This is an optimization exercise on Yosys and OpenROAD, whose aim is a short achievable clock period and few clock cycles, not a production implementation. The RTL was checked by simulation tests, not by an equivalence proof against the original design. Power figures rest on the tool's default switching activity, not on a simulated workload.

## run.sh

```bash
#!/bin/bash
# synth_recipe.tcl (not shown) runs the flow's synth.tcl, then flattens the netlist and writes it again
# the make line also repeats each setting of config.mk as NAME=value (left out here)
make -C /OpenROAD-flow-scripts/flow DESIGN_CONFIG=/design/flow/config.mk WORK_HOME=/design/flow/orfs CLKGATE_MAP_FILE= SYNTH_SCRIPT=/design/flow/synth_recipe.tcl finish
```

## config.mk

```make
export PLATFORM = sky130hd
export DESIGN_NAME = mips32_pipeline_cpu
export DESIGN_NICKNAME = mips32_pipeline_cpu
export VERILOG_FILES = /design/flow/design.v
export SDC_FILE = /design/flow/constraint.sdc
export NUM_CORES = 4
export LEC_CHECK = 0
export ABC_CLOCK_PERIOD_IN_PS = 3000
export CAP_MARGIN = 20
export CORE_MARGIN = 2
export CORE_UTILIZATION = 40
export SETUP_SLACK_MARGIN = 5
export SLEW_MARGIN = 20
```

## constraint.sdc

```tcl
create_clock -name core_clock -period 8.0 [get_ports {clk}]
set_input_delay 1.6000 -clock core_clock [delete_from_list [all_inputs] [get_ports {clk}]]
set_output_delay 1.6000 -clock core_clock [all_outputs]
set_load 0.01 [all_outputs]
```

## design.v

```verilog
module mips32_pipeline_cpu #(
   parameter logic [31:0] RESET_PC = 32'h0000_0000
) (
   input  logic        clk,
   input  logic        reset,
   input  logic [31:0] imem_data,
   input  logic        imem_ready,
   output logic [31:0] imem_addr,
   input  logic [31:0] dmem_rdata,
   output logic        dmem_we,
   output logic [31:0] dmem_addr,
   output logic [31:0] dmem_wdata,
   output logic [31:0] cycle_count
);
   localparam logic [5:0] OP_R = 6'h00, OP_J = 6'h02, OP_JAL = 6'h03, OP_BEQ = 6'h04,
                          OP_BNE = 6'h05, OP_ADDI = 6'h08, OP_ADDIU = 6'h09, OP_SLTI = 6'h0A,
                          OP_SLTIU = 6'h0B, OP_ANDI = 6'h0C, OP_ORI = 6'h0D, OP_XORI = 6'h0E,
                          OP_LUI = 6'h0F, OP_LW = 6'h23, OP_SW = 6'h2B;
   localparam int S_ADD = 0, S_SLT = 1, S_SLTU = 2, S_AND = 3, S_OR = 4, S_XOR = 5, S_NOR = 6,
                  S_SLL = 7, S_SRL = 8, S_SRA = 9, NSEL = 10;
   logic        ifid_valid, ifid_pred;
   logic [31:0] ifid_instr, ifid_pc4, id_btgt, ifid_alt;
   logic        idex_addi, lx_cand;
   logic [31:0] idex_nimm;
   logic        idex_valid, idex_wr, idex_ld, idex_st, idex_br, idex_bne, idex_pred, idex_sub;
   logic [NSEL-1:0] idex_sel;
   logic [4:0]  idex_dest, idex_rt, idex_shamt;
   logic        idex_fa_ex, idex_fb_ex, idex_fs_ex;
   logic [31:0] idex_a, idex_b, idex_s, idex_alt;
   logic        exmem_valid, exmem_wr, exmem_ld, exmem_st;
   logic [4:0]  exmem_dest;
   logic [31:0] exmem_result, exmem_store;
   logic        memwb_we;
   logic [4:0]  memwb_dest;
   logic [31:0] memwb_wdata, mem_wdata;
   logic [31:0] regs_q [1:31];
   logic [31:0] ifid_rs_oh, ifid_rt_oh;
   logic [31:0] cyc_q;
   logic [9:0]  lo_q, lo4, lo_d;
   logic [19:0] base_q, base_d, hi_cur, hi_nx, hi4;
   logic [5:0]  dimm_q, dimm_d;
   logic        dc_q, dc_d, c4;
   logic [10:0] lob;
   logic [5:0]  f_op;
   logic        f_isj, f_isbr, f_same, f_pred, f_redirect;
   logic        mispredict, load_use, loop_exit;
   logic [31:0] if_pc4;
   assign c4     = &lo_q;
   assign lo4    = lo_q + 10'd1;
   logic [8:0]  hc_lo, hn_lo;
   logic [12:0] bh_inc, bh_dec;
   assign hc_lo = {2'b0, base_q[6:0]} + {2'b0, dimm_q[5], dimm_q} + {8'd0, dc_q};
   assign hn_lo = {2'b0, base_q[6:0]} + {2'b0, dimm_q[5], dimm_q} + {7'd0, dc_q, !dc_q};
   always_comb begin
      for (int i = 0; i < 13; i++) begin
         bh_inc[i] = base_q[7+i] ^ (&(base_q[19:7] | ({13{1'b1}} << i)));
         bh_dec[i] = base_q[7+i] ^ (&(~base_q[19:7] | ({13{1'b1}} << i)));
      end
   end
   always_comb begin
      if ((hc_lo[8:7] == 2'd1 && !dimm_q[5]) || (hc_lo[8:7] == 2'd2 && dimm_q[5]))
         hi_cur = {bh_inc, hc_lo[6:0]};
      else if (hc_lo[8:7] == 2'd0 && dimm_q[5])
         hi_cur = {bh_dec, hc_lo[6:0]};
      else
         hi_cur = {base_q[19:7], hc_lo[6:0]};
      if ((hn_lo[8:7] == 2'd1 && !dimm_q[5]) || (hn_lo[8:7] == 2'd2 && dimm_q[5]))
         hi_nx = {bh_inc, hn_lo[6:0]};
      else if (hn_lo[8:7] == 2'd0 && dimm_q[5])
         hi_nx = {bh_dec, hn_lo[6:0]};
      else
         hi_nx = {base_q[19:7], hn_lo[6:0]};
   end
   assign hi4    = c4 ? hi_nx : hi_cur;
   assign lob    = {1'b0, lo4} + {1'b0, imem_data[9:0]};
   assign if_pc4 = {hi4, lo4, 2'b00};
   assign f_op   = imem_data[31:26];
   assign f_isj  = (f_op == OP_J) || (f_op == OP_JAL);
   assign f_isbr = (f_op == OP_BEQ) || (f_op == OP_BNE);
   assign f_same = imem_data[25:21] == imem_data[20:16];
   assign f_pred = f_op[0] ? !f_same : (f_same || imem_data[15]);
   assign f_redirect = f_isj || (f_isbr && f_pred);
   always_comb begin
      if (mispredict) begin
         lo_d = idex_alt[11:2]; base_d = idex_alt[31:12]; dimm_d = '0; dc_d = 1'b0;
      end else if (loop_exit) begin
         lo_d = ifid_pc4[11:2]; base_d = ifid_pc4[31:12]; dimm_d = '0; dc_d = 1'b0;
      end else if (load_use || !imem_ready) begin
         lo_d = lo_q; base_d = base_q; dimm_d = dimm_q; dc_d = dc_q;
      end else if (f_isj) begin
         lo_d = imem_data[9:0]; base_d = {hi4[19:16], imem_data[25:10]}; dimm_d = '0; dc_d = 1'b0;
      end else if (f_isbr && f_pred) begin
         lo_d = lob[9:0]; base_d = hi_cur; dimm_d = imem_data[15:10]; dc_d = c4 | lob[10];
      end else begin
         lo_d = lo4; base_d = hi_cur; dimm_d = '0; dc_d = c4;
      end
   end
   logic [5:0]  opc, fn;
   logic [4:0]  rs, rt, d_dest;
   logic [31:0] rf_rs, rf_rt, simm, zimm;
   logic        wb_we;
   logic        d_wr, d_ld, d_st, d_br, d_sub, d_useimm, d_azero, uses_rs, uses_rt;
   logic [NSEL-1:0] d_sel;
   logic [31:0] d_a, d_b, d_imm;
   assign opc  = ifid_instr[31:26];
   assign fn   = ifid_instr[5:0];
   assign rs   = ifid_instr[25:21];
   assign rt   = ifid_instr[20:16];
   assign simm = {{16{ifid_instr[15]}}, ifid_instr[15:0]};
   assign zimm = {16'h0000, ifid_instr[15:0]};
   assign wb_we = memwb_we;
   assign id_btgt  = ifid_pc4 + {simm[29:0], 2'b00};
   assign ifid_alt = ifid_pred ? ifid_pc4 : id_btgt;
   always_comb begin
      rf_rs = '0;
      rf_rt = '0;
      for (int i = 1; i < 32; i++) begin
         rf_rs = rf_rs | (regs_q[i] & {32{ifid_rs_oh[i]}});
         rf_rt = rf_rt | (regs_q[i] & {32{ifid_rt_oh[i]}});
      end
      if (wb_we && memwb_dest == rs && rs != 5'd0) rf_rs = memwb_wdata;
      if (wb_we && memwb_dest == rt && rt != 5'd0) rf_rt = memwb_wdata;
   end
   always_comb begin
      d_wr     = 1'b0;
      d_ld     = 1'b0;
      d_st     = 1'b0;
      d_br     = 1'b0;
      d_sub    = 1'b0;
      d_useimm = 1'b0;
      d_azero  = 1'b0;
      d_dest   = rt;
      d_sel    = '0;
      d_sel[S_ADD] = 1'b1;
      d_imm    = simm;
      uses_rs  = 1'b1;
      uses_rt  = 1'b0;
      case (opc)
         OP_R: begin
            uses_rt = 1'b1;
            d_wr    = 1'b1;
            d_dest  = ifid_instr[15:11];
            d_sel   = '0;
            case (fn)
               6'h00: begin d_sel[S_SLL] = 1'b1; uses_rs = 1'b0; end
               6'h02: begin d_sel[S_SRL] = 1'b1; uses_rs = 1'b0; end
               6'h03: begin d_sel[S_SRA] = 1'b1; uses_rs = 1'b0; end
               6'h20, 6'h21: d_sel[S_ADD] = 1'b1;
               6'h22, 6'h23: begin d_sel[S_ADD] = 1'b1; d_sub = 1'b1; end
               6'h24: d_sel[S_AND] = 1'b1;
               6'h25: d_sel[S_OR]  = 1'b1;
               6'h26: d_sel[S_XOR] = 1'b1;
               6'h27: d_sel[S_NOR] = 1'b1;
               6'h2A: begin d_sel[S_SLT]  = 1'b1; d_sub = 1'b1; end
               6'h2B: begin d_sel[S_SLTU] = 1'b1; d_sub = 1'b1; end
               default: begin d_wr = 1'b0; uses_rs = 1'b0; uses_rt = 1'b0; end
            endcase
         end
         OP_J: uses_rs = 1'b0;
         OP_JAL: begin
            uses_rs = 1'b0; d_azero = 1'b1; d_useimm = 1'b1;
            d_wr = 1'b1; d_dest = 5'd31; d_imm = ifid_pc4;
         end
         OP_BEQ, OP_BNE: begin d_br = 1'b1; uses_rt = 1'b1; end
         OP_ADDI, OP_ADDIU: begin d_useimm = 1'b1; d_wr = 1'b1; end
         OP_SLTI: begin
            d_useimm = 1'b1; d_wr = 1'b1; d_sub = 1'b1; d_sel = '0; d_sel[S_SLT] = 1'b1;
         end
         OP_SLTIU: begin
            d_useimm = 1'b1; d_wr = 1'b1; d_sub = 1'b1; d_sel = '0; d_sel[S_SLTU] = 1'b1;
         end
         OP_ANDI: begin
            d_useimm = 1'b1; d_wr = 1'b1; d_imm = zimm; d_sel = '0; d_sel[S_AND] = 1'b1;
         end
         OP_ORI: begin
            d_useimm = 1'b1; d_wr = 1'b1; d_imm = zimm; d_sel = '0; d_sel[S_OR] = 1'b1;
         end
         OP_XORI: begin
            d_useimm = 1'b1; d_wr = 1'b1; d_imm = zimm; d_sel = '0; d_sel[S_XOR] = 1'b1;
         end
         OP_LUI: begin
            uses_rs = 1'b0; d_azero = 1'b1; d_useimm = 1'b1; d_wr = 1'b1;
            d_imm = {ifid_instr[15:0], 16'h0000};
         end
         OP_LW: begin d_useimm = 1'b1; d_wr = 1'b1; d_ld = 1'b1; end
         OP_SW: begin d_useimm = 1'b1; d_st = 1'b1; end
         default: uses_rs = 1'b0;
      endcase
      if (d_dest == 5'd0) d_wr = 1'b0;
   end
   logic ex_fwd_ok, mem_fwd_ok;
   assign ex_fwd_ok  = idex_valid && idex_wr && !idex_ld;
   assign mem_fwd_ok = exmem_valid && exmem_wr;
   logic fa_ex, fa_wb, fb_ex, fb_wb, fs_ex, fs_wb;
   always_comb begin
      fa_ex = !d_azero && ex_fwd_ok && idex_dest == rs;
      fa_wb = !d_azero && !fa_ex && mem_fwd_ok && exmem_dest == rs;
      fs_ex = ex_fwd_ok && idex_dest == rt;
      fs_wb = !fs_ex && mem_fwd_ok && exmem_dest == rt;
      fb_ex = !d_useimm && fs_ex;
      fb_wb = !d_useimm && fs_wb;
   end
   assign d_a = d_azero ? 32'd0 : fa_wb ? mem_wdata : rf_rs;
   assign d_b = d_useimm ? d_imm : fs_wb ? mem_wdata : rf_rt;
   assign lx_cand = ifid_valid && ifid_pred && opc == OP_BNE &&
                    ((rt == 5'd0 && rs == idex_dest) || (rs == 5'd0 && rt == idex_dest));
   assign load_use = ifid_valid && idex_valid && idex_ld &&
                     ((uses_rs && idex_dest == rs) || (uses_rt && idex_dest == rt));
   logic [31:0] src_a, src_b, st_val, sum, alu;
   logic        cout, lt_s, lt_u, eq, br_taken;
   assign src_a  = idex_fa_ex ? exmem_result : idex_a;
   assign src_b  = idex_fb_ex ? exmem_result ^ {32{idex_sub}} : idex_b;
   assign st_val = idex_fs_ex ? exmem_result : idex_s;
   assign {cout, sum} = {1'b0, src_a} + {1'b0, src_b} + {32'd0, idex_sub};
   assign lt_s = (src_a[31] == src_b[31]) ? src_a[31] : sum[31];
   assign lt_u = !cout;
   always_comb begin
      alu = '0;
      if (idex_sel[S_ADD])  alu = alu | sum;
      if (idex_sel[S_SLT])  alu = alu | {31'b0, lt_s};
      if (idex_sel[S_SLTU]) alu = alu | {31'b0, lt_u};
      if (idex_sel[S_AND])  alu = alu | (src_a & src_b);
      if (idex_sel[S_OR])   alu = alu | (src_a | src_b);
      if (idex_sel[S_XOR])  alu = alu | (src_a ^ src_b);
      if (idex_sel[S_NOR])  alu = alu | ~(src_a | src_b);
      if (idex_sel[S_SLL])  alu = alu | (src_b << idex_shamt);
      if (idex_sel[S_SRL])  alu = alu | (src_b >> idex_shamt);
      if (idex_sel[S_SRA])  alu = alu | $unsigned($signed(src_b) >>> idex_shamt);
   end
   always_comb begin
      case ({idex_fa_ex, idex_fb_ex})
         2'b11:   eq = 1'b1;
         2'b10:   eq = exmem_result == idex_b;
         2'b01:   eq = idex_a == exmem_result;
         default: eq = idex_a == idex_b;
      endcase
   end
   assign br_taken   = eq ^ idex_bne;
   assign mispredict = idex_valid && idex_br && (br_taken != idex_pred);
   logic ex_addi_zero;
   assign ex_addi_zero = idex_fa_ex ? exmem_result == idex_nimm : idex_a == idex_nimm;
   assign loop_exit = lx_cand && idex_valid && idex_addi && ex_addi_zero;
   assign dmem_addr  = exmem_result;
   assign mem_wdata  = exmem_ld ? dmem_rdata : exmem_result;
   assign dmem_we    = exmem_valid && exmem_st;
   assign dmem_wdata = exmem_store;
   logic st_from_load;
   assign st_from_load = exmem_valid && exmem_wr && exmem_ld && exmem_dest == idex_rt;
   always_ff @(posedge clk or posedge reset) begin
      if (reset) begin
         lo_q        <= RESET_PC[11:2];
         base_q      <= RESET_PC[31:12];
         dimm_q      <= '0;
         dc_q        <= 1'b0;
         ifid_valid  <= 1'b0;
         idex_valid  <= 1'b0;
         idex_wr     <= 1'b0;
         idex_ld     <= 1'b0;
         idex_st     <= 1'b0;
         idex_br     <= 1'b0;
         exmem_valid <= 1'b0;
         exmem_wr    <= 1'b0;
         exmem_ld    <= 1'b0;
         exmem_st    <= 1'b0;
         memwb_we    <= 1'b0;
         cyc_q       <= '0;
         for (int i = 1; i < 32; i++) regs_q[i] <= '0;
      end else begin
         lo_q   <= lo_d;
         base_q <= base_d;
         dimm_q <= dimm_d;
         dc_q   <= dc_d;
         if (mispredict || loop_exit) ifid_valid <= 1'b0;
         else if (!load_use) ifid_valid <= imem_ready;
         idex_valid  <= ifid_valid && !load_use && !mispredict;
         idex_wr     <= d_wr;
         idex_ld     <= d_ld;
         idex_st     <= d_st;
         idex_br     <= d_br;
         exmem_valid <= idex_valid;
         exmem_wr    <= idex_wr;
         exmem_ld    <= idex_ld;
         exmem_st    <= idex_st;
         memwb_we    <= exmem_valid && exmem_wr;
         if (memwb_we) regs_q[memwb_dest] <= memwb_wdata;
         cyc_q <= cyc_q + 32'd1;
      end
   end
   always_ff @(posedge clk) begin
      if (!load_use) begin
         ifid_pred  <= f_redirect;
         ifid_instr <= imem_data;
         for (int i = 0; i < 32; i++) begin
            ifid_rs_oh[i] <= i != 0 && imem_data[25:21] == 5'(i);
            ifid_rt_oh[i] <= i != 0 && imem_data[20:16] == 5'(i);
         end
         ifid_pc4   <= if_pc4;
      end
      idex_bne   <= opc[0];
      idex_pred  <= ifid_pred && !loop_exit;
      idex_addi  <= d_sel[S_ADD] && d_useimm && !d_sub && !d_ld && d_wr && !d_azero;
      idex_nimm  <= -simm;
      idex_sub   <= d_sub;
      idex_sel   <= d_sel;
      idex_dest  <= d_dest;
      idex_rt    <= rt;
      idex_shamt <= ifid_instr[10:6];
      idex_fa_ex <= fa_ex;
      idex_fb_ex <= fb_ex;
      idex_fs_ex <= fs_ex;
      idex_a     <= d_a;
      idex_b     <= d_b ^ {32{d_sub}};
      idex_s     <= fs_wb ? mem_wdata : rf_rt;
      idex_alt   <= ifid_alt;
      exmem_dest   <= idex_dest;
      exmem_result <= alu;
      exmem_store  <= st_from_load ? dmem_rdata : st_val;
      memwb_dest  <= exmem_dest;
      memwb_wdata <= mem_wdata;
   end
   assign imem_addr   = {base_q, lo_q, 2'b00};
   assign cycle_count = cyc_q;
endmodule
```

==> qor.yml, run 1 <==
die_y_um: 452.0
synth_area_per_cell_um2: 10.92
ys.flop_type: "dfrtp_1"
period_share: 0.4561
ys_warn_count: 2
yosysTopAreaCellShare: 0.3342
fill_cells: 17705
start_util: 0.4020
clock_sinks: 1506
dieArea_um2: 204300
antenna_found_initial: 14
synthTopCellsByArea: "dfrtp_1, mux2_2, dfxtp_1"
syn_inst: 7353
synth_cell_type_count: 88
syn-cell-area_um2: 80270
worstMarginPinSlew_ps: 1285
p_int_mw: 14.18
finClkSkew_ps: 43.27
dp_hpwl_mm: 234.7
area_growth_pct: 23.57
synth_seq_area_share: 0.4580
clkTransAtPathRegs_ps: 60
p_seq_frac: 0.429
clockRootBuffer: "clkbuf_16"
power_density_nw_per_um2: 205.2
p_switching_mw: 6.172
rsz0062_at_grt: "true"
cp-start-kind: "flop"
maxCapViolCount: 0
hp-class: "flop to flop"
layout_common_cells: "mux2_2, dfrtp_1, buf_4"
rows: 164
slew_headroom: 0.1434
cp_cell_sequence: "buf_12, buf_4, buf_4, mux2i_4, buf_12, inv_1, ha_1, a21o_1, a21o_1, a21oi_1, o21ai_0, a21oi_1, a2bb2oi_1, o311a_4, buf_6, o211ai_1, o31a_1, o211ai_1"
max_freq_mhz: 274.1
grt_use_total: 0.3747
core_area_um2: 199700
crit_slowest_cell: "dfxtp_4"
slew_violations: 0
setup_viol: 0
grt_max_degree: 170
num_vias: 74856
path_max_fanout: 6
first_global_vias: 70405
port_buffers: 193
drive_gt1_frac: 0.3560
final_util: 0.4968
nNetsFinal: 7989
synth_seq_cells: 1506
post-route-min-period_ps: 3649
end_kind: "flop"
wl_per_cell_um: 37.84
grt_pass1_wl_mm: 546.3
cp.required_ps: 8750
hold_violations: 0
viasPerCell: 7.060
status: "timing/DRC/antenna clean"
async_flop_share: 0.7118
p_leak_nw: 44.01
synth_top_area_cell: "dfrtp_1"
switching_share: 0.3032
crit_type: "flop to flop"
setup_tns_ps: 0
cts_buffers: 163
comb_power_share: 0.178
power_frac_clock: 0.393
final_common_cell: "mux2_2"
clockBufferDepth: 3
clk_latency_ps: 860
io_pins: 196
multi_input_area_um2: 44010
synth_edf_count: 125
seqCellArea_um2: 36950
worstPathArrival_ps: 4400
htreeDepth: 4
wirelength_mm: 401.2
drcViolationCount: 0
ir_drop_v: 0.0002740
ant_nets: 0
drt_iter0_markers: 13943
gp_congestion: 1.026
firstDrtPassIters: 10
fp.dieW_um: 452.0
cts_tree: "built"
max_stage_delay_ps: 410
grt-ovfl-total: 0
logic make-up (layout without fill, tap and decap cells):
logic type,count (synthesis),in the layout,share of synthesized area
other,1,21,0.00004672
XOR/XNOR,308,308,0.03361
multiplexers,1300,1300,0.1842
buffers and inverters,819,1388,0.03901
AO/OA/AOI/OAI,1941,1942,0.1806
flip-flops,1506,1506,0.4580
AND/OR/NAND/NOR,1345,1349,0.08317
adder cells (fa/ha/maj),133,133,0.02129
flip-flops by register name (all words and copies together), names as in the netlist, 20 cells and up, named ones only:
name / count
base_q: 20
exmem_store: 32
ifid_rs_oh: 31
ifid_instr: 32
ifid_rt_oh: 31
memwb_wdata: 32
idex_nimm: 32
regs_q: 992
exmem_result: 32
idex_b: 32
cyc_q: 32
idex_a: 32
ifid_pc4: 30
idex_s: 32
idex_alt: 30
power groups by stage:
stage | combinational (mW) | clock [mW] | sequential, mW
3_5_place_dp | 2.76 | 0 | 8.90
6_report | 3.63 | 7.99 | 8.74
5_1_grt | 3.81 | 8.30 | 8.76
4_1_cts | 3.26 | 7.99 | 8.70
3_3_place_gp | 2.74 | 0 | 8.90
2_1_floorplan | 1.82 | 0 | 8.61
critical path: cells and delay by family, from the launching register on:
family          cells  cell delay [ps]
compound gates     10             1810
fa+ha+maj           1              280
buf+inv             6              790
flops               1              410
mux                 1              240
layer usage:
metal,wire [µm],vias to the layer above,track usage,part of all wire
met1,148200,37344,0.4833,0.37
met4,33140,22,0.2423,0.083
li1,-,28921,-,-
met2,158300,6689,0.5106,0.39
met3,61030,1880,0.1559,0.15
met5,557,-,0.01213,0.0014
through the flow:
stage | hold slack, ps | setup slack (ps) | instance area [µm²] | power (mW) | instances
4_1_cts | 359.3 | 4447 | 95700 | 19.94 | 10402
6_report | 362.8 | 4351 | 99190 | 20.36 | 10603
3_3_place_gp | 333.7 | 2651 | 85270 | 11.64 | 9805
3_5_place_dp | 337.9 | 2716 | 85280 | 11.66 | 9805
2_1_floorplan | 331.2 | -8385 | 80290 | 10.43 | 7354
5_1_grt | 375.0 | 4286 | 99150 | 20.87 | 10587
path summary, 6_finish.rpt:
check                           start          endpoint  slack, ps  cells past startpoint
min in group asynchronous       reset     regs_q[18][5]       1310                      2
max                        idex_fa_ex  exmem_result[26]       4350                     18
min                           idex_st          exmem_st        360                      0
max in group asynchronous       reset     regs_q[9][28]       5290                      5
min reg2reg                   idex_st          exmem_st        360                      0
max reg2reg                idex_fa_ex  exmem_result[26]       4350                     18
repair_timing:
action,4_1_cts,5_1_grt
cloned,15,14
setup endpoints to repair,633,450
pin swaps,106,174
hold buffers,0,0
setup buffers,278,168
gates resized for setup,1167,393
cell usage after synthesis, types with 61 or more instances:
cell,n
nand2b_1,61
a211oi_1,69
a221oi_1,347
inv_1,156
ha_1,127
nor2_1,339
o21ai_0,188
nand2_1,300
and3_1,68
o22ai_1,64
a21oi_1,255
dfrtp_1,1072
nand4_1,164
nor3_1,104
nand3_1,116
buf_1,103
mux2i_1,196
dfxtp_1,309
clkbuf_1,525
edfxtp_1,125
mux2_2,1069
xnor2_1,186
a222oi_1,65
xor2_1,122
a22o_1,334
a22oi_1,308
area by class of cell:
cell class              count  area share
flip-flops and latches   1506      0.3726
repair inverters            1  0.00005046
well taps                2656     0.03350
clock inverters            68    0.008250
multi-input cells        5034      0.4437
diodes                     19   0.0004794
repair buffers            925     0.08728
clock buffers             236     0.04809
inverters                 158    0.006068
Testbench counts, summed over its fixed seeds: cycles 937,387.
==> run 2, diff against run 1 <==
--- a/design.v
+++ b/design.v
@@ -49,8 +49,14 @@
    assign lo4    = lo_q + 10'd1;
    logic [8:0]  hc_lo, hn_lo;
    logic [12:0] bh_inc, bh_dec;
-   assign hc_lo = {2'b0, base_q[6:0]} + {2'b0, dimm_q[5], dimm_q} + {8'd0, dc_q};
-   assign hn_lo = {2'b0, base_q[6:0]} + {2'b0, dimm_q[5], dimm_q} + {7'd0, dc_q, !dc_q};
+   logic [9:0]  hc_w;
+   assign hc_w  = {2'b0, base_q[6:0], 1'b1} + {2'b0, dimm_q[5], dimm_q, dc_q};
+   assign hc_lo = hc_w[9:1];
+   logic [6:0]  bn;
+   logic [9:0]  hn_w;
+   assign bn    = dc_q ? {dimm_q[5], dimm_q} + 7'd1 : {dimm_q[5], dimm_q};
+   assign hn_w  = {2'b0, base_q[6:0], 1'b1} + {2'b0, bn, 1'b1};
+   assign hn_lo = hn_w[9:1];
    always_comb begin
       for (int i = 0; i < 13; i++) begin
          bh_inc[i] = base_q[7+i] ^ (&(base_q[19:7] | ({13{1'b1}} << i)));
@@ -64,9 +70,9 @@
          hi_cur = {bh_dec, hc_lo[6:0]};
       else
          hi_cur = {base_q[19:7], hc_lo[6:0]};
-      if ((hn_lo[8:7] == 2'd1 && !dimm_q[5]) || (hn_lo[8:7] == 2'd2 && dimm_q[5]))
+      if ((hn_lo[8:7] == 2'd1 && !bn[6]) || (hn_lo[8:7] == 2'd2 && bn[6]))
          hi_nx = {bh_inc, hn_lo[6:0]};
-      else if (hn_lo[8:7] == 2'd0 && dimm_q[5])
+      else if (hn_lo[8:7] == 2'd0 && bn[6])
          hi_nx = {bh_dec, hn_lo[6:0]};
       else
          hi_nx = {base_q[19:7], hn_lo[6:0]};
@@ -211,7 +217,10 @@
    assign src_a  = idex_fa_ex ? exmem_result : idex_a;
    assign src_b  = idex_fb_ex ? exmem_result ^ {32{idex_sub}} : idex_b;
    assign st_val = idex_fs_ex ? exmem_result : idex_s;
-   assign {cout, sum} = {1'b0, src_a} + {1'b0, src_b} + {32'd0, idex_sub};
+   logic [33:0] add_w;
+   assign add_w = {1'b0, src_a, 1'b1} + {1'b0, src_b, idex_sub};
+   assign sum  = add_w[32:1];
+   assign cout = add_w[33];
    assign lt_s = (src_a[31] == src_b[31]) ? src_a[31] : sum[31];
    assign lt_u = !cout;
    always_comb begin
==> qor.yml, run 2 <==
grt-busiest-layer: "met2"
use_met2: 0.5060  # -0.004681
synth_top_area_cell: "dfrtp_1"
largest_reg_flops: 992  # unchanged
clk_latency_ps: 870  # about the same
finClkSkew_ps: 45.38  # +2.112 ps
cts_buffers: 167  # +2.5%
p_seq_frac: 0.419  # -0.010
synth_cell_type_count: 89  # +1.1%
switching_share: 0.3074  # +0.004228
post-place-cells: 9629  # -1.8%
drive_gt1_frac: 0.3444  # -0.01157
whs_ps: 345.9  # -16.88 ps
setup_tns_ps: 0  # unchanged
synth_area_per_cell_um2: 11.17  # +2.3%
cp.required_ps: 8730  # -20 ps
dp_hpwl_mm: 234.4  # -0.11%
period_share: 0.4532  # -0.002907
port_buffers: 193  # unchanged
p_int_mw: 14.85  # +4.7%
wirelength_mm: 398.5  # -0.67%
viasPerCell: 7.089  # +0.41%
start_util: 0.4016  # -0.0004404
r2r_slack_ps: 4370  # +20 ps
grt-ovfl-total: 0  # unchanged
final_common_cell: "mux2_2"
clockRootBuffer: "clkbuf_16"
hp-class: "flop to flop"
slew_violations: 0  # unchanged
grt_use_met1: 0.4923  # +0.009005
antenna_found_initial: 21  # +7
dieArea_um2: 203600  # -0.31%
ant_nets: 0  # unchanged
post-route-min-period_ps: 3626  # -23.26 ps
hold_violations: 0  # unchanged
ys_top_cells_by_count: "mux2_2, dfrtp_1, clkbuf_1, a221oi_1, nand2_1"
clkTransAtPathRegs_ps: 60  # about the same
synth_edf_count: 125  # unchanged
htreeDepth: 4  # unchanged
r2r-start: "idex_fa_ex"
worstMarginPinSlew_ps: 1220  # -65.11 ps
clockBufferDepth: 3  # unchanged
ir_drop_v: 0.0002702  # -1.4%
rsz0062_at_grt: "true"
grt_use_total: 0.3755  # +0.0008180
crit_type: "flop to flop"
power_frac_clock: 0.385  # -0.008
die_y_um: 451.3  # -0.16%
worstPathArrival_ps: 4350  # -50 ps
yosysTopAreaCellShare: 0.3352  # +0.001056
synth_seq_cells: 1506  # unchanged
final.setup.worst_slack_ps: 4374  # +23.26 ps
r2r-end: "lo_q[3]"
nNetsFinal: 7750  # -3.0%
setup_viol: 0  # unchanged
maxCapViolCount: 0  # unchanged
syn-cell-area_um2: 80020  # -0.31%
syn_inst: 7166  # -2.5%
met3_usage: 0.1521  # -0.003820
max_freq_mhz: 275.8  # +0.64%
area_growth_pct: 21.49
clock_sinks: 1506  # unchanged
preCtsSetupSlack_ps: 2325  # -391.2 ps
ys_warn_count: 2  # unchanged
synthTopCellsByArea: "dfrtp_1, mux2_2, dfxtp_1"
rows: 164  # unchanged
synth_seq_area_share: 0.4595  # +0.001447
p_leak_nw: 43.24  # -1.7%
end_kind: "flop"
drt_iter0_markers: 14935  # +7.1%
largest-register: "regs_q"
ys.flop_type: "dfrtp_1"
grt_pass1_wl_mm: 545.1  # -0.23%
rr_worst_depth: 11  # -7
cts_tree: "built"
p_switching_mw: 6.593  # +6.8%
path_max_fanout: 20  # +14
gp_congestion: 1.008  # -1.8%
fp.dieW_um: 451.3  # -0.16%
grt_max_degree: 161  # -5.3%
layout_common_cells: "mux2_2, dfrtp_1, buf_4"
crit_path_start: "idex_fa_ex"
drcViolationCount: 0  # unchanged
power_density_nw_per_um2: 220.6  # +7.5%
async_flop_share: 0.7118  # unchanged
cp-start-kind: "flop"
comb_power_share: 0.197  # +0.019
fin_cells: 10359  # -2.3%
first_global_vias: 68754  # -2.3%
endpoint: "lo_q[3]"
slew_headroom: 0.1868  # +0.04341
core_area_um2: 199200  # -0.21%
status: "timing/DRC/antenna clean"
yosysMostFrequentCell: "mux2_2"
firstDrtPassIters: 10  # unchanged
num_vias: 73431  # -1.9%
io_pins: 196  # unchanged
wl_per_cell_um: 38.47  # +1.7%
run 2: cell count changes after synthesis, moves of 18 or more:
cell / delta
a21boi_0: -19
a21oi_1: -38
buf_1: -22
inv_1: -25
nand2_1: +27
nand2b_1: -26
nor2_1: -33
o21ai_0: -55
o21ai_1: -18
o221ai_1: +27
o22ai_1: -31
xnor2_1: +19
run 2: power groups by stage:
stage                     Sequential (mW)  Combinational, mW  Clock [mW]
after floorplan                      8.74               2.25           0
after detailed placement             9.14               3.29           0
after global placement               9.14               3.26           0
after global routing                 9.01               4.45        8.59
final                                8.98               4.22        8.25
after CTS                            8.94               3.77        8.25
run 2: cells by family (layout without fill, tap and decap cells):
group / Yosys count / in the layout / share of synthesized area
buf+inv: 770 / 1287 / 0.03707
compound gates: 1791 / 1791 / 0.1715
xor+xnor: 334 / 334 / 0.03656
fa+ha+maj: 135 / 135 / 0.02158
flops: 1506 / 1506 / 0.4595
other cells: 1 / 16 / 0.00004686
simple gates: 1277 / 1282 / 0.07901
mux: 1352 / 1352 / 0.1947
run 2: metrics by stage:
step | area, µm² | util | power [mW]
detailed placement | 85000 | 0.4266 | 12.42
global placement | 84990 | 0.4266 | 12.41
CTS | 94400 | 0.4738 | 20.96
finish | 97210 | 0.4879 | 21.45
floorplan | 80070 | - | 10.98
global route | 97180 | 0.4877 | 22.05
run 2: per-layer routing:
layer	share of wire	routed length, µm	up-vias
met1	0.37	148300	36918
met3	0.15	59760	1794
met4	0.083	33110	18
met5	0.00055	220	-
li1	-	-	28223
met2	0.39	157100	6478
run 2: how the worst min path moves through the flow:
stage | from | to | slack, ps | cells after the start
after floorplan | idex_st | exmem_st | 330 | 0
after global placement | idex_st | exmem_st | 330 | 0
after detailed placement | idex_st | exmem_st | 340 | 0
after CTS | idex_st | exmem_st | 350 | 0
after global routing | idex_st | exmem_st | 360 | 0
final | idex_st | exmem_st | 350 | 0
run 2: area by class of cell:
cell class	instances	area, µm²
timing repair buffer	837	7530
fill	17809	102000
tap	2656	3323
inverter	136	530.5
antenna	14	35.03
clock inverter	81	1086
multi-input combinational	4896	43010
sequential	1506	36960
timing repair inverter	4	25.02
clock buffer	229	4713
run 2: what timing repair did:
item	CTS	global route
gates resized for setup	999	265
hold buffers	0	0
pin swaps	31	96
endpoints found under the setup margin	688	959
setup buffers	204	174
cloned	17	11
run 2: worst max-delay path, cell delays in order (launching register included):
cell	delay, ps
dfxtp_4	390
buf_16	160
nor2b_4	220
o21ai_2	80
a2111oi_1	350
a31oi_1	100
a2111o_1	360
o41ai_4	580
mux2i_4	360
buf_12	220
mux2_2	360
mux2_2	270
Testbench counts of run 2, summed over its fixed seeds: cycles 937,387.
==> run 3, diff against run 2 <==
--- a/design.v
+++ b/design.v
@@ -87,11 +87,7 @@
    assign f_pred = f_op[0] ? !f_same : (f_same || imem_data[15]);
    assign f_redirect = f_isj || (f_isbr && f_pred);
    always_comb begin
-      if (mispredict) begin
-         lo_d = idex_alt[11:2]; base_d = idex_alt[31:12]; dimm_d = '0; dc_d = 1'b0;
-      end else if (loop_exit) begin
-         lo_d = ifid_pc4[11:2]; base_d = ifid_pc4[31:12]; dimm_d = '0; dc_d = 1'b0;
-      end else if (load_use || !imem_ready) begin
+      if (load_use || !imem_ready) begin
          lo_d = lo_q; base_d = base_q; dimm_d = dimm_q; dc_d = dc_q;
       end else if (f_isj) begin
          lo_d = imem_data[9:0]; base_d = {hi4[19:16], imem_data[25:10]}; dimm_d = '0; dc_d = 1'b0;
@@ -100,6 +96,12 @@
       end else begin
          lo_d = lo4; base_d = hi_cur; dimm_d = '0; dc_d = c4;
       end
+      if (mispredict || loop_exit) begin
+         lo_d   = idex_br ? idex_alt[11:2]  : ifid_pc4[11:2];
+         base_d = idex_br ? idex_alt[31:12] : ifid_pc4[31:12];
+         dimm_d = '0;
+         dc_d   = 1'b0;
+      end
    end
    logic [5:0]  opc, fn;
    logic [4:0]  rs, rt, d_dest;
==> qor.yml, run 3 <==
status: "timing/DRC/antenna clean"
synthTopCellsByArea: "dfrtp_1, mux2_2, dfxtp_1"
slew_headroom: 0.2046  # +0.01779
comb_power_share: 0.189  # -0.008
crit_slowest_cell: "dfxtp_4"
finClkSkew_ps: 39.30  # -6.074 ps
wirelength_mm: 398.4  # about the same
port_buffers: 193  # unchanged
cp_num_buf_inv: 5  # +3
clock_sinks: 1506  # unchanged
clockRootBuffer: "clkbuf_16"
power_frac_clock: 0.382  # -0.003
htreeDepth: 4  # unchanged
grt_max_degree: 145  # -9.9%
start_util: 0.4013  # about the same
clockBufferDepth: 3  # unchanged
dpl_cell_area_um2: 84990  # about the same
synth_seq_cells: 1506  # unchanged
nNetsFinal: 7839  # +1.1%
largest_reg_flops: 992  # unchanged
path_max_fanout: 6  # -70%
grt_pass1_wl_mm: 544.8  # about the same
fin_area_um2: 97240  # about the same
cts_buffers: 163  # -2.4%
clk_latency_ps: 870  # about the same
crit_type: "flop to flop"
max_freq_mhz: 291.9  # +5.8%
cp-start-kind: "flop"
fill_cells: 17944  # +0.76%
gp_congestion: 0.9938  # -1.4%
rows: 164  # unchanged
cts_tree: "built"
yosysMostFrequentCell: "dfrtp_1"
dieArea_um2: 203300  # -0.17%
core_area_um2: 199000  # -0.10%
cp_cell_sequence: "buf_16, buf_12, buf_4, mux2i_4, inv_1, ha_4, nand3_4, nor2_1, nand2_1, o22ai_4, o21ai_4, buf_6, o31ai_2, xor2_1, a221o_1"
p_leak_nw: 42.32  # -2.1%
synth_seq_area_share: 0.4602  # +0.0007772
antenna_found_initial: 18  # -14%
die_y_um: 450.9  # about the same
seqCellArea_um2: 36950  # about the same
grt-ovfl-total: 0  # unchanged
power_density_nw_per_um2: 211.6  # -4.1%
p_int_mw: 14.31  # -3.7%
hold_buffers: 0  # unchanged
viasPerCell: 7.042  # -0.65%
largest-register: "regs_q"
setup_viol: 0  # unchanged
num_vias: 73627  # +0.27%
drt_iter0_markers: 13639  # -8.7%
area_growth_pct: 21.72
clkTransAtPathRegs_ps: 60  # about the same
fp.dieW_um: 450.9  # about the same
grt_use_total: 0.3751  # -0.0003774
synth_edf_count: 125  # unchanged
slew_violations: 0  # unchanged
firstDrtPassIters: 10  # unchanged
end_kind: "flop"
multi_input_area_um2: 43240  # +0.54%
p_switching_mw: 6.268  # -4.9%
layout_common_cells: "mux2_2, dfrtp_1, buf_4"
hp-class: "flop to flop"
worstPathArrival_ps: 4140  # -210 ps
switching_share: 0.3046  # -0.002785
io_pins: 196  # unchanged
yosysTopAreaCellShare: 0.3358  # +0.0005671
crit_family: "compound AO/OA/AOI/OAI gates"
period_share: 0.4282  # -0.02500
syn-cell-area_um2: 79880  # -0.17%
syn_inst: 7279  # +1.6%
ys_warn_count: 2  # unchanged
post-route-min-period_ps: 3426  # -200.0 ps
first_global_vias: 69755  # +1.5%
worstMarginPinSlew_ps: 1193  # -26.69 ps
ant_nets: 0  # unchanged
hold_violations: 0  # unchanged
cp.required_ps: 8720  # about the same
dp_hpwl_mm: 237.5  # +1.3%
p_seq_frac: 0.429  # +0.010
ys_top_cells_by_count: "dfrtp_1, mux2_2, clkbuf_1, a221oi_1, nor2_1"
maxCapViolCount: 0  # unchanged
synth_top_area_cell: "dfrtp_1"
synth_area_per_cell_um2: 10.97  # -1.7%
wl_per_cell_um: 38.11  # -0.95%
async_flop_share: 0.7118  # unchanged
ir_drop_v: 0.0002420  # -10%
setup_tns_ps: 0  # unchanged
synth_cell_type_count: 85  # -4.5%
max_stage_delay_ps: 440  # -140 ps
rsz0062_at_grt: "true"
drive_gt1_frac: 0.3374  # -0.006978
drcViolationCount: 0  # unchanged
ys.flop_type: "dfrtp_1"
[run 3: changes by cell type in the layout (fill, tap and decap cells not counted), moves of 18 or more]
| cell | change |
|---|---|
| mux2_2 | -34 |
| a32oi_1 | -19 |
| o21ai_0 | +33 |
| buf_4 | -37 |
| mux2i_1 | +38 |
| nor2_1 | +31 |
| a21oi_1 | +21 |
| buf_2 | +22 |
| a31oi_1 | -18 |
| mux2i_4 | -24 |
[run 3: power groups by stage]
stage | clock network, mW | registers, mW | logic, mW
floorplan | 0 | 8.73 | 2.01
global placement | 0 | 9.03 | 3.02
detailed placement | 0 | 9.04 | 3.05
CTS | 7.88 | 8.80 | 3.56
global route | 8.22 | 8.85 | 4.08
finish | 7.87 | 8.83 | 3.88
[run 3: metal layers]
| layer | track usage | wire, µm | up-vias |
|---|---|---|---|
| met4 | 0.2569 | 34220 | 18 |
| met5 | 0.01586 | 457 | - |
| met3 | 0.1420 | 55160 | 1883 |
| li1 | - | - | 28500 |
| met2 | 0.5248 | 161900 | 6332 |
| met1 | 0.4754 | 146700 | 36894 |
[run 3: cell type report]
type / count / area share
well taps: 2656 / 0.03418
inverters: 149 / 0.006086
clock buffers: 243 / 0.04891
diodes: 31 / 0.0007978
flip-flops and latches: 1506 / 0.3800
repair buffers: 829 / 0.07826
multi-input cells: 4988 / 0.4447
clock inverters: 53 / 0.007090
[run 3: final timing paths]
path                             from                to  slack, ps  cells past startpoint
setup / recovery           idex_fa_ex  exmem_result[29]       4570                     15
hold / removal                idex_st          exmem_st        360                      0
setup reg to reg           idex_fa_ex  exmem_result[29]       4570                     15
hold reg to reg               idex_st          exmem_st        360                      0
max in group asynchronous       reset        base_q[11]       5230                      4
min in group asynchronous       reset    regs_q[14][15]       1150                      2
[run 3: cell families after synthesis]
family                   after synthesis  share of synthesized area
AO/OA/AOI/OAI                       1851                     0.1748
XOR/XNOR                             330                    0.03628
adder cells (fa/ha/maj)              135                    0.02161
buffers and inverters                792                    0.03809
flip-flops                          1506                     0.4602
multiplexers                        1329                     0.1884
other                                  1                 0.00004694
AND/OR/NAND/NOR                     1335                    0.08049
[run 3: worst register-to-register path: cells and delay by family, from the launching register on]
| kind | cells | cell delay, ps |
|---|---|---|
| AOI/OAI and AO/OA | 4 | 910 |
| buffers and inverters | 5 | 720 |
| and+or+nand+nor | 3 | 470 |
| DFF | 1 | 440 |
| adders and majority gates | 1 | 360 |
| muxes | 1 | 300 |
| xor gates and xnor gates | 1 | 110 |
[run 3: timing repair]
item	in CTS	in global routing
resized for setup	1147	286
gates cloned	19	5
setup buffers	264	101
pin swaps	104	114
endpoints found under the setup margin	522	466
[run 3: per-stage QoR]
stage | utilization | setup WS, ps | hold slack [ps] | instances | power, mW
after detailed placement | 0.4270 | 2498 | 349.2 | 9739 | 12.09
after floorplan | - | -8385 | 331.2 | 7280 | 10.74
after global routing | 0.4882 | 4550 | 363.6 | 10427 | 21.15
after CTS | 0.4774 | 4661 | 365.5 | 10318 | 20.24
after global placement | 0.4268 | 2421 | 340.3 | 9737 | 12.05
final | 0.4885 | 4574 | 360.8 | 10455 | 20.58
Testbench counts of run 3, summed over its fixed seeds: cycles 937,387.

[port drivers added, routing unchanged]
The flow's constraints put no driver on any port. The routed layouts listed below were extracted and timed again, unchanged, in two steps. Step 1: set_driving_cell puts a clkbuf_16 on clk and a buf_2 on each other input, an assumption about the parent block. Step 2 moves the port delays by t, midway between the first and last clock arrival at a register: inputs arrive t later, outputs are due t later. That takes back most of the time a late clock gives input paths. Three values: no drivers, after step 1, after step 2; two values: the first two.
run	t, ns	setup WS [ns]	hold slack, ns	clock arrival spread, ns	slew at the worst register clock pin (ns)
run 1	0.920	4.351 / 4.351 / 3.795	0.363 / 0.363 / 0.363	0.045 / 0.044	0.07 / 0.07
run 2	0.923	4.374 / 4.374 / 3.625	0.346 / 0.346 / 0.346	0.053 / 0.053	0.07 / 0.07
run 3	0.938	4.574 / 4.574 / 3.995	0.361 / 0.361 / 0.361	0.046 / 0.046	0.07 / 0.07
After both steps setup and hold are still met in every run listed. The setup slack of run 2, which loses most, moves by 0.000 ns with the drivers and by -0.749 ns with both steps.
